From an optimization exercise on the open Yosys and OpenROAD flow, aimed at small area, a short achievable clock period and few clock cycles per item; shortcuts taken in it are not production practice. Function was checked by simulation only, so behaviour that the tests miss may differ from the original.

== run A ==
==> flow/design.v <==
package sle_pkg;
  localparam int DEPTH_DEF      = 16;
  localparam int DATA_WIDTH_DEF = 32;
  localparam logic [2:0] CMD_APPEND  = 3'd0;
  localparam logic [2:0] CMD_INSERT  = 3'd1;
  localparam logic [2:0] CMD_FIND    = 3'd2;
  localparam logic [2:0] CMD_REMOVE  = 3'd3;
  localparam logic [2:0] CMD_WRITE   = 3'd4;
  localparam logic [2:0] CMD_READ    = 3'd5;
  localparam logic [2:0] CMD_CLEAR   = 3'd6;
endpackage
module sle_entry (
  input  logic        clk,
  input  logic        sel_hold,
  input  logic        sel_lo,
  input  logic        sel_hi,
  input  logic        sel_val,
  input  logic [31:0] lo,
  input  logic [31:0] hi,
  input  logic [31:0] val,
  output logic [31:0] q
);
  always_ff @(posedge clk) begin
    q <= ({32{sel_hold}} & q) | ({32{sel_lo}} & lo) | ({32{sel_hi}} & hi) | ({32{sel_val}} & val);
  end
endmodule
module sequential_list_engine (
  input  logic          clk,
  input  logic          rst,
  input  logic          req_valid,
  output logic          req_ready,
  input  logic [2:0]    req_cmd,
  input  logic [31:0]   req_value,
  input  logic [3:0]    req_position,
  output logic          rsp_valid,
  input  logic          rsp_ready,
  output logic          rsp_ok,
  output logic [3:0]    rsp_found_index,
  output logic [31:0]   rsp_read_value,
  output logic [4:0]    rsp_count
);
  localparam int N = 16;
  logic [31:0]  ent [N];
  logic [4:0]   cnt;
  logic [N-1:0] occ;       
  logic         e_valid;
  logic         e_ins_ok;  
  logic         e_wr_ok;   
  logic         e_rd_ok;   
  logic         e_wv_ok;   
  logic         e_up_ok;   
  logic         e_app;
  logic         e_find;
  logic         e_rem;
  logic         e_clr;
  logic [31:0]  e_val;
  logic [3:0]   e_pos;
  logic [N-1:0] e_lp;      
  logic        s_valid;
  logic        s_ok;
  logic [3:0]  s_idx;
  logic [3:0]  ra;
  logic        rdv;
  logic exec, take;
  assign exec = e_valid && !s_valid;
  assign take = req_valid && req_ready;
  logic e_valid_nx, s_valid_nx;
  always_comb begin
    e_valid_nx = take || (e_valid && !exec);
    s_valid_nx = s_valid;
    if (exec) begin
      if (rsp_valid && !rsp_ready) s_valid_nx = 1'b1;
    end else if (s_valid) begin
      if (rsp_ready) s_valid_nx = 1'b0;
    end
  end
  always_ff @(posedge clk) begin
    if (rst) begin
      e_valid   <= 1'b0;
      s_valid   <= 1'b0;
      req_ready <= 1'b1;
    end else begin
      e_valid   <= e_valid_nx;
      s_valid   <= s_valid_nx;
      req_ready <= !e_valid_nx || !s_valid_nx;
    end
  end
  logic [N-1:0] geh;
  logic         hit;
  logic [3:0]   hidx;
  always_comb begin
    for (int j = 0; j < N; j++) begin
      geh[j] = e_lp[j];
      for (int k = 0; k < j / 4; k++) begin
        geh[j] = geh[j] || e_lp[4*k+3];
      end
    end
    hit  = geh[N-1];
    hidx = 4'd0;
    for (int j = 1; j < N; j++) begin
      if (geh[j] && !geh[j-1]) hidx = 4'(j);
    end
  end
  logic ex_ins, ex_rem, ex_clr, ok;
  assign ex_ins = exec && e_ins_ok;
  assign ex_rem = exec && e_rem && hit;
  assign ex_clr = exec && e_clr;
  assign ok     = e_ins_ok || e_wr_ok || e_rd_ok || e_clr || ((e_find || e_rem) && hit);
  logic [4:0]   cnt_nx;
  logic [N-1:0] occ_nx;
  always_comb begin
    cnt_nx = cnt;
    occ_nx = occ;
    if (ex_ins) begin
      cnt_nx = cnt + 5'd1;
      occ_nx = {occ[N-2:0], 1'b1};
    end
    if (ex_rem) begin
      cnt_nx = cnt - 5'd1;
      occ_nx = {1'b0, occ[N-1:1]};
    end
    if (ex_clr) begin
      cnt_nx = 5'd0;
      occ_nx = '0;
    end
  end
  always_ff @(posedge clk) begin
    if (rst) begin
      cnt <= 5'd0;
      occ <= '0;
    end else begin
      cnt <= cnt_nx;
      occ <= occ_nx;
    end
  end
  logic [N-1:0] s_h, s_l, s_r, s_v;
  always_comb begin
    for (int j = 0; j < N; j++) begin
      logic at_end;
      at_end = (j == 0) ? !occ[0] : (occ[j-1] && !occ[j]);
      s_l[j] = exec && e_up_ok && (4'(j) > e_pos);
      s_r[j] = exec && e_rem && geh[j];
      s_v[j] = exec && e_wv_ok && (e_app ? at_end : (4'(j) == e_pos));
      s_h[j] = !(s_l[j] || s_r[j] || s_v[j]);
    end
  end
  for (genvar j = 0; j < N; j++) begin : g_ent
    sle_entry u_ent (
      .clk      (clk),
      .sel_hold (s_h[j]),
      .sel_lo   (s_l[j]),
      .sel_hi   (s_r[j]),
      .sel_val  (s_v[j]),
      .lo       (ent[(j == 0) ? 0 : j - 1]),
      .hi       (ent[(j == N - 1) ? N - 1 : j + 1]),
      .val      (e_val),
      .q        (ent[j])
    );
  end
  logic c_app, c_ins, c_find, c_rem, c_wr, c_rd, c_clr;
  assign c_app  = (req_cmd == sle_pkg::CMD_APPEND);
  assign c_ins  = (req_cmd == sle_pkg::CMD_INSERT);
  assign c_find = (req_cmd == sle_pkg::CMD_FIND);
  assign c_rem  = (req_cmd == sle_pkg::CMD_REMOVE);
  assign c_wr   = (req_cmd == sle_pkg::CMD_WRITE);
  assign c_rd   = (req_cmd == sle_pkg::CMD_READ);
  assign c_clr  = (req_cmd == sle_pkg::CMD_CLEAR);
  logic [3:0] p;
  logic       o_m2, o_m1, o_0, o_p1;
  logic       pos_lt, pos_le, full;
  assign p    = req_position;
  logic [N-1:0] occ_m2, occ_m1, occ_p1;
  assign occ_m2 = {occ[N-3:0], 2'b11};
  assign occ_m1 = {occ[N-2:0], 1'b1};
  assign occ_p1 = {1'b0, occ[N-1:1]};
  assign o_m2 = occ_m2[p];
  assign o_m1 = occ_m1[p];
  assign o_0  = occ[p];
  assign o_p1 = occ_p1[p];
  always_comb begin
    if (ex_clr) begin
      pos_lt = 1'b0;
      pos_le = (p == 4'd0);
      full   = 1'b0;
    end else if (ex_ins) begin
      pos_lt = o_m1;
      pos_le = o_m2;
      full   = occ[N-2];
    end else if (ex_rem) begin
      pos_lt = o_p1;
      pos_le = (p == 4'd0) || o_0;
      full   = 1'b0;
    end else begin
      pos_lt = o_0;
      pos_le = o_m1;
      full   = occ[N-1];
    end
  end
  logic n_ins_ok;
  assign n_ins_ok = (c_app || (c_ins && pos_le)) && !full;
  logic [N-1:0] q_eq, q_eq_nx, q_lp;
  logic         q_eq_e;
  always_comb begin
    q_eq_e = (req_value == e_val);
    for (int j = 0; j < N; j++) begin
      q_eq[j] = (ent[j] == req_value);
    end
    for (int j = 0; j < N; j++) begin
      if (s_l[j]) begin
        q_eq_nx[j] = q_eq[(j == 0) ? 0 : j - 1];
      end else if (s_r[j]) begin
        q_eq_nx[j] = q_eq[(j == N - 1) ? N - 1 : j + 1];
      end else if (s_v[j]) begin
        q_eq_nx[j] = q_eq_e;
      end else begin
        q_eq_nx[j] = q_eq[j];
      end
    end
    for (int j = 0; j < N; j++) begin
      q_lp[j] = q_eq_nx[j] && occ_nx[j];
      if (j % 4 != 0) q_lp[j] = q_lp[j] || q_lp[j-1];
    end
  end
  always_ff @(posedge clk) begin
    if (req_ready) begin
      e_ins_ok <= n_ins_ok;
      e_wr_ok  <= c_wr && pos_lt;
      e_rd_ok  <= c_rd && pos_lt;
      e_wv_ok  <= n_ins_ok || (c_wr && pos_lt);
      e_up_ok  <= n_ins_ok && c_ins;
      e_app    <= c_app;
      e_find   <= c_find;
      e_rem    <= c_rem;
      e_clr    <= c_clr;
      e_val    <= req_value;
      e_pos    <= req_position;
      e_lp     <= q_lp;
    end
  end
  logic [31:0] rd;
  logic [3:0]  x_idx;
  assign x_idx = (e_find && hit) ? hidx : 4'd0;
  assign rd    = rdv ? ent[ra] : 32'd0;
  always_ff @(posedge clk) begin
    if (s_valid_nx) begin
      if (!s_valid) begin
        ra  <= e_pos;
        rdv <= e_rd_ok;
      end
    end else if (req_ready) begin
      ra  <= req_position;
      rdv <= c_rd && pos_lt;
    end else begin
      ra  <= e_pos;
      rdv <= e_rd_ok;
    end
  end
  always_ff @(posedge clk) begin
    if (rst) begin
      rsp_valid <= 1'b0;
    end else if (exec) begin
      rsp_valid <= 1'b1;
    end else if (!s_valid && rsp_ready) begin
      rsp_valid <= 1'b0;
    end
  end
  always_ff @(posedge clk) begin
    if (exec && rsp_valid && !rsp_ready) begin
      s_ok  <= ok;
      s_idx <= x_idx;
    end
  end
  logic o_ld_s, o_ld_x, o_hold;
  assign o_ld_s = s_valid && rsp_ready;
  assign o_ld_x = !s_valid && exec && (!rsp_valid || rsp_ready);
  assign o_hold = !(o_ld_s || o_ld_x);
  always_ff @(posedge clk) begin
    rsp_ok          <= (o_ld_s & s_ok) | (o_ld_x & ok) | (o_hold & rsp_ok);
    rsp_found_index <= ({4{o_ld_s}} & s_idx) | ({4{o_ld_x}} & x_idx) | ({4{o_hold}} & rsp_found_index);
    rsp_read_value  <= ({32{!o_hold}} & rd) | ({32{o_hold}} & rsp_read_value);
    rsp_count       <= ({5{o_ld_s}} & cnt) | ({5{o_ld_x}} & cnt_nx) | ({5{o_hold}} & rsp_count);
  end
endmodule
Settings: LEC_CHECK=0, CAP_MARGIN=20, CORE_MARGIN=2, CORE_UTILIZATION=55, SETUP_SLACK_MARGIN=3.6, SLEW_MARGIN=20, SYNTH_HIERARCHICAL=1, SYNTH_MINIMUM_KEEP_SIZE=0, TNS_END_PERCENT=10; clock period 6.0 ns.
run.sh (not shown) runs the stock make flow with config.mk's settings and CLKGATE_MAP_FILE= SYNTH_SCRIPT=/design/flow/synth_recipe.tcl, a recipe that flattens the netlist after the stock synthesis.
Run A did not run to completion, as it errored out during global routing (5_1_grt).
Testbench counts of run A, summed over its fixed seeds: cycles 17,046, items 16,000.
### run A -> run B
Settings: CTS_CLUSTER_DIAMETER newly set to 110; CTS_CLUSTER_SIZE newly set to 18.
Results
Run B got as far as global routing (5_1_grt), where a tool error ended the run.
Port buffer count: run B vs run A — no meaningful difference
Run B vs run A — number of gates resized after cts dropped 35.
Comparing run A against run B, there is no change at all in xor and xnor fraction of the mapped netlist area.
Changes observed in run B relative to run A: number of buffers on the longest clock path essentially unchanged, vertical die dimension flat, final weighted congestion in routability-driven placement level.
From run A to run B, share of synthesized area spent on multiplexers did not move at all.
Relative to run A, number of levels the H-tree was split into has decreased by 1 in run B.
The higher number of CTS-inserted buffers of run B and run A is in run A.
